This design comes from an exercise in tuning for small area on the open sky130 flow, not from production work. Function was checked by simulation only, so behaviour that the tests miss may differ from the original. Power figures rest on the tool's default switching activity, not on a simulated workload.

==> flow/design.v <==
`timescale 1ns/10ps
module fpu_lite (
  input  logic        clk_i,
  input  logic        reset_i,
  input  logic        issue_valid_i,
  output logic        issue_ready_o,
  input  logic [31:0] issue_instr_i,
  input  logic [31:0] issue_int_op_i,
  output logic        issue_accept_o,
  output logic        result_valid_o,
  input  logic        result_ready_i,
  output logic [31:0] result_data_o,
  output logic [4:0]  result_rd_o,
  output logic        result_we_o
);
  logic p_q;
  always_ff @(posedge clk_i) p_q <= ~(p_q | reset_i);
  logic [4:0] rd, rs1, rs2;
  logic [2:0] f3;
  logic [4:0] f7hi;
  assign rd   = issue_instr_i[11:7];
  assign f3   = issue_instr_i[14:12];
  assign rs1  = issue_instr_i[19:15];
  assign rs2  = issue_instr_i[24:20];
  assign f7hi = issue_instr_i[31:27];
  logic base_ok, dec_sgnj, dec_mvxw, dec_mvwx;
  assign base_ok  = (issue_instr_i[6:0] == 7'b1010011) && (issue_instr_i[26:25] == 2'b00);
  assign dec_sgnj = (f7hi == 5'b00100) && (f3[2] == 1'b0) && (f3[1:0] != 2'b11);
  assign dec_mvxw = (f7hi == 5'b11100) && (f3 == 3'b000) && (rs2 == 5'b0);
  assign dec_mvwx = (f7hi == 5'b11110) && (f3 == 3'b000) && (rs2 == 5'b0);
  assign issue_accept_o = base_ok && (dec_sgnj || dec_mvxw || dec_mvwx);
  logic is_wx, is_xw, is_sgnj;
  assign is_wx   = issue_instr_i[28];
  assign is_xw   = issue_instr_i[31] & ~issue_instr_i[28];
  assign is_sgnj = ~issue_instr_i[31];
  logic       ex_valid_q, ex_xw_q;
  logic [4:0] ex_rd_q;
  logic       res_valid_q, res_valid_n_q, res_xw_q;
  logic [4:0] res_rd_q;
  logic       wr_q, wr_n_q;       
  logic [4:0] wr_rd_n_q;          
  logic advance, fire, fire_fp;
  assign advance = ~res_valid_q | result_ready_i;
  assign fire    = issue_valid_i & issue_accept_o & advance;
  assign fire_fp = fire & ~is_xw;
  assign issue_ready_o = advance;
  always_ff @(posedge clk_i) begin
    if (reset_i) begin
      ex_valid_q    <= 1'b0;
      res_valid_q   <= 1'b0;
      res_valid_n_q <= 1'b1;
    end else if (advance) begin
      ex_valid_q    <= issue_valid_i & issue_accept_o;
      res_valid_q   <= ex_valid_q;
      res_valid_n_q <= ~ex_valid_q;
    end
  end
  always_ff @(posedge clk_i) begin
    if (advance) begin
      ex_xw_q  <= is_xw;
      ex_rd_q  <= rd;
      res_xw_q <= ex_xw_q;
      res_rd_q <= ex_rd_q;
    end
  end
  always_ff @(posedge clk_i) begin
    wr_q      <= fire_fp & ~reset_i;
    wr_n_q    <= ~fire_fp | reset_i;
    wr_rd_n_q <= ~rd;
  end
  logic [31:0][31:0] rf_q;
  logic [31:0]       row_sel, row_nsel;
  logic [31:0]       col;
  logic [31:0]       ex_q;
  logic [3:0] pa_lo, pb_lo;
  logic [7:0] pa_hi, pb_hi;
  logic [4:0] wr_rd_b;
  assign wr_rd_b = ~wr_rd_n_q;
  for (genvar i = 0; i < 4; i++) begin : gen_pre_lo
    assign pa_lo[i] = reset_i | (wr_q & (ex_rd_q[1:0] == i));
    assign pb_lo[i] = reset_i | (~wr_n_q & (wr_rd_b[1:0] == i));
  end
  for (genvar i = 0; i < 8; i++) begin : gen_pre_hi
    assign pa_hi[i] = reset_i | (ex_rd_q[4:2] == i);
    assign pb_hi[i] = reset_i | (wr_rd_b[4:2] == i);
  end
  for (genvar k = 0; k < 32; k++) begin : gen_row
    assign row_nsel[k] = ~(pa_lo[k % 4] & pa_hi[k / 4]);
    assign row_sel[k]  = pb_lo[k % 4] & pb_hi[k / 4];
  end
  assign col = ex_q | {32{reset_i}};
  always_ff @(posedge clk_i) begin
    for (int k = 0; k < 32; k++) begin
      rf_q[k] <= ~(({32{row_nsel[k]}} | col) & (rf_q[k] | {32{row_sel[k]}}));
    end
  end
  logic fwd1, fwd2, en1;
  assign fwd1 = wr_q & (ex_rd_q == rs1);
  assign fwd2 = wr_q & (ex_rd_q == rs2);
  assign en1  = ~fwd1 & ~is_wx;
  logic [31:0] sel1;
  for (genvar k = 0; k < 32; k++) begin : gen_sel1
    assign sel1[k] = en1 & (rs1 == k);
  end
  logic [31:0] ip;
  assign ip = issue_int_op_i ^ {32{p_q}};
  logic [31:0] raw1;
  always_comb begin
    raw1 = ({32{fwd1 & ~is_wx}} & ex_q) | ({32{is_wx}} & ip);
    for (int k = 0; k < 32; k++) begin
      raw1 = raw1 | ({32{sel1[k]}} & rf_q[k]);
    end
  end
  logic [31:0] sgn_col;
  always_comb begin
    for (int k = 0; k < 32; k++) sgn_col[k] = rf_q[k][31];
  end
  logic raw2;
  assign raw2 = fwd2 ? ex_q[31] : sgn_col[rs2];
  logic [31:0] cl;
  assign cl[30:0] = raw1[30:0];
  assign cl[31]   = is_sgnj ? (f3[1] ? (raw1[31] ^ raw2 ^ p_q) : (raw2 ^ f3[0])) : raw1[31];
  logic hold_a, hold_b;    
  assign hold_a = res_valid_q & ~result_ready_i;
  assign hold_b = res_valid_n_q | result_ready_i;
  logic [31:0] res_q;
  always_ff @(posedge clk_i) begin
    ex_q  <= ~(({32{hold_a}} | cl) & (ex_q | {32{hold_b}}));
    res_q <= ~(({32{hold_a}} | ex_q) & (res_q | {32{hold_b}}));
  end
  assign result_valid_o = res_valid_q;
  assign result_data_o  = res_q ^ {32{p_q}};
  assign result_rd_o    = res_rd_q;
  assign result_we_o    = res_xw_q;
endmodule
==> flow/run.sh <==
#!/bin/bash
# synth_recipe.tcl (not shown) runs the flow's synth.tcl, then flattens the netlist and writes it again
# the make line also repeats each setting of config.mk as NAME=value (left out here)
make -C /OpenROAD-flow-scripts/flow DESIGN_CONFIG=/design/flow/config.mk WORK_HOME=/design/flow/orfs CLKGATE_MAP_FILE= SYNTH_SCRIPT=/design/flow/synth_recipe.tcl finish
==> flow/config.mk <==
export PLATFORM = sky130hd
export DESIGN_NAME = fpu_lite
export DESIGN_NICKNAME = fpu_lite
export VERILOG_FILES = /design/flow/design.v
export SDC_FILE = /design/flow/constraint.sdc
export NUM_CORES = 4
export LEC_CHECK = 0
export CAP_MARGIN = 20
export CORE_MARGIN = 2
export CORE_UTILIZATION = 40
export SLEW_MARGIN = 20
==> flow/constraint.sdc <==
create_clock -name core_clock -period 4.5 [get_ports {clk_i}]
set_input_delay 0.9000 -clock core_clock [delete_from_list [all_inputs] [get_ports {clk_i}]]
set_output_delay 0.9000 -clock core_clock [all_outputs]
set_load 0.01 [all_outputs]
==> out/qor.csv <==
stage;metric;value;unit
outcome;status;finished clean;
critical_path;Critical Path Start Type;primary input;
global_route;vias in the first global route;36150;
global_route;first-pass GRT wire length;276900;um
hold_path;worst hold path class;flip-flop to flip-flop;
detailed_routing;WL/cell;38.29;um
synthesis;Synth area leader;dfxtp_1;
clock_tree;CTS tree;done;
flow_run;Max-Cap Viols;0;
hold_path;hold path startpoint;ex_xw_q;
critical_path;Critical Path Fanout Max;13;
pwr;Pwr Density;577.9;nW/um2
detailed_routing;final WL;200300;um
detailed_routing;drt drc;0;
pwr;clock group share of total power;0.380;
synthesis;most numerous cell in the Yosys netlist;dfxtp_1;
clock_tree;Inserted Clock Buffers;112;
synthesis;most common library cells after synthesis;dfxtp_1 (1099), o22ai_1 (1063), clkbuf_1 (389);
synthesis;Main synth FF type;dfxtp_1;
sta;Slew HR;0.2427;
pwr;Logic pwr share;0.142;
die;Ports;109;
clock_tree;Root Driver;clkbuf_16;
critical_path;CP required;5100;ps
pwr;Int Pwr;19.53;mW
synthesis;Mapped Area;39530;um2
critical_path;R2R cell count;9;
synthesis;Synth Register Bits;1111;
sta;Setup TNS;0;ps
sta;Final Hold Viols;0;
sta;min Tclk post-route;3991;ps
sta;Slew @ Worst Pin;1107;ps
detailed_routing;routed via count;39060;
die;die area;101300;um2
synthesis;number of synthesized flops with an enable pin;12;
synthesis;Seq/Total Area, Yosys;0.5657;
finish;Util after Layout;0.4796;
synthesis;asr flop ratio synth;0;
finish;share of layout cells above drive strength 1;0.1520;
clock_tree;Clock Pin Slew Worst Setup and Hold Paths;60;ps
detailed_routing;Routed Antenna Nets;0;
finish;final-stage net count;3913;
sta;Max Clk Rate;250.6;MHz
critical_path;FF-to-FF Start;ex_rd_q[3];
critical_path;Crit. Startpoint;issue_instr_i[18];
critical_path;Crit path arrival time;4590;ps
die;FP Rows;115;
synthesis;Syn Inst Count;3876;
pwr;VDD IR-drop max;309.7;uV
placement;worst slack, placed;174.4;ps
detailed_routing;Initial DRC Count;7095;
pwr;Flop pwr share;0.479;
synthesis;post-synth cell types;74;
global_route;largest net degree at the start of global routing;49;
clock_tree;hold buffer count at CTS;0;
global_route;gr ovfl total;0;
die;Initial Util;0.4028;
sta;RSZ-0062 raised after global routing;no;
synthesis;synth warn;1;
clock_tree;Sink Count;1111;
clock_tree;Longest Clk Path Bufs;3;
pwr;net switching power;7.665;mW
clock_tree;H-tree Lvls;3;
detailed_routing;vias per cell;7.469;
synthesis;Synth top area share;0.5566;
sta;skew final;31.43;ps
clock_tree;CTS resizes;0;
die;die height;318.3;um
die;Core ar.;98130;um2
placement;hpwl dp;116700;um
synthesis;Area contributors post-synth;dfxtp_1 (56%), o22ai_1 (17%), a22oi_1 (4.4%);
sta;Setup-failing EPs final;0;
hold_path;hold depth;0;
die;Die Span X;318.3;um
global_route;initial antenna violation count;6;
synthesis;syn_area_per_cell;10.20;um2
critical_path;CP Class;primary input to flip-flop;
sta;Max Slew Vio Count;0;
clock_tree;post-CTS setup buffer count;0;
global_route;Total Routing Usage GR;0.3778;
pwr;LEAKAGE;17.20;nW
placement;gpl congestion;1.008;
detailed_routing;TritonRoute pass-1 iters;10;
sta;Final Cycle Share;0.8868;
clock_tree;Worst-Skew Late Latency;700;ps
sta;worst setup margin;509.3;ps
placement;buffers added on ports;108;
pwr;Sw Ratio;0.2818;
synthesis;Net Count, Synth;3944;
critical_path;Critical Path End Type;flip-flop;
finish;P&R area growth vs syn;19.07;%
==> cells by family after synthesis <==
kind of cell              count (synthesis)  share of synthesized area
AOI/OAI and AO/OA                      1696                     0.2957
DFF                                    1111                     0.5657
buffers and inverters                   498                    0.05065
and+or+nand+nor                         450                    0.05704
xor gates and xnor gates                 76                    0.01722
muxes                                    45                    0.01368
==> through the flow <==
stage | instances | hold slack, ps | power (mW) | area [um2]
floorplan | 3876 | 400.3 | 15.09 | 39530
global placement | 5018 | 410.7 | 16.69 | 42950
detailed placement | 5018 | 419.3 | 16.78 | 42960
CTS | 5228 | 433.9 | 26.87 | 47060
global route | 5228 | 443.1 | 27.79 | 47060
finish | 5230 | 426.6 | 27.20 | 47060
==> final timing paths <==
path	end	slack (ps)
worst max-delay path	ex_q[18]	510
worst min-delay path	res_xw_q	430
worst max register to register	ex_q[18]	690
worst min register to register	res_xw_q	430
==> cell type report <==
type / instances / area (um2)
fillers: 9100 / 51070
flip-flops and latches: 1111 / 22370
multi-input cells: 2267 / 15750
clock buffers: 161 / 3352
repair buffers: 335 / 3166
well taps: 1287 / 1610
clock inverters: 49 / 745.7
inverters: 18 / 67.56
diodes: 2 / 5.005
==> metal layers <==
metal	part of all wire	vias to the layer above	track usage
met1	0.36	18930	0.4817
met5	0.00036	-	0
met3	0.16	1114	0.1392
li1	-	15190	-
met4	0.084	10	0.2535
met2	0.40	3821	0.5311
==> worst max-delay path: stages <==
cell             delay (ps)
clkdlybuf4s50_1         660
xnor2_1                 180
and2_2                  500
buf_12                  240
a211oi_4                160
a221o_1                 420
a221oi_1                840
nand4_1                 190
nand4b_1                260
o32ai_1                 220
==> power by group through the flow <==
stage / Combinational, mW / Sequential [mW] / Clock (mW)
after floorplan: 2.34 / 12.7 / 0
after global placement: 3.59 / 13.1 / 0
after detailed placement: 3.67 / 13.1 / 0
after CTS: 3.68 / 12.9 / 10.3
after global routing: 3.96 / 13.2 / 10.7
final: 3.85 / 13.0 / 10.3
==> state kept, by name (all words and copies together) (netlist names) <==
register and count:
rf_q 1024, ex_q 32, res_q 32, ex_rd_q 5, res_rd_q 5, wr_rd_n_q 5
ex_valid_q 1, ex_xw_q 1, p_q 1, res_valid_n_q 1, res_valid_q 1, res_xw_q 1
wr_n_q 1, wr_q 1
==> cell usage in the layout, fill, tap and decap left out, types with 12 or more instances in the layout <==
cell type / instances
a221oi_1: 84
nand4_1: 55
a21oi_1: 33
inv_1: 18
clkbuf_8: 28
nand3_1: 46
nor2_1: 33
a22o_1: 66
nand2_2: 32
mux2_2: 12
o32ai_1: 24
or2_2: 35
a22oi_1: 231
edfxtp_1: 12
clkbuf_16: 116
buf_4: 195
clkinv_2: 20
mux2i_1: 27
a222oi_1: 19
nor2_4: 38
a31oi_1: 13
o22ai_1: 1063
a221o_1: 25
dfxtp_1: 1098
bufinv_16: 17
clkbuf_1: 17
o21ai_0: 28
xor2_1: 68
a32oi_1: 15
buf_12: 32
nand2_1: 117
clkdlybuf4s50_1: 104

-- separate check: timing with driven ports --
How much do the figures lean on ideal ports? The routed layout below was timed once more, with nothing changed but the port constraints. Step 1 assumes that a clkbuf_16 drives the clock port and a buf_2 every other input. Step 2 adds t to the input delays and takes it off the output delays; t is the mean of the earliest and latest rising clock arrival at the registers after step 1. Input paths then give back, and output paths get back, about the clock's delay inside the block. Slacks: no drivers / after step 1 / after step 2; pairs: no drivers / after step 1.
t (ns): 0.759
setup WS [ns]: 0.509 / 0.562 / -0.197
worst setup path at the end: input to register
Met with ideal ports but missed after step 2: setup timing in this run. The setup slack of this run moves by +0.053 ns with the drivers and by -0.706 ns with both steps.
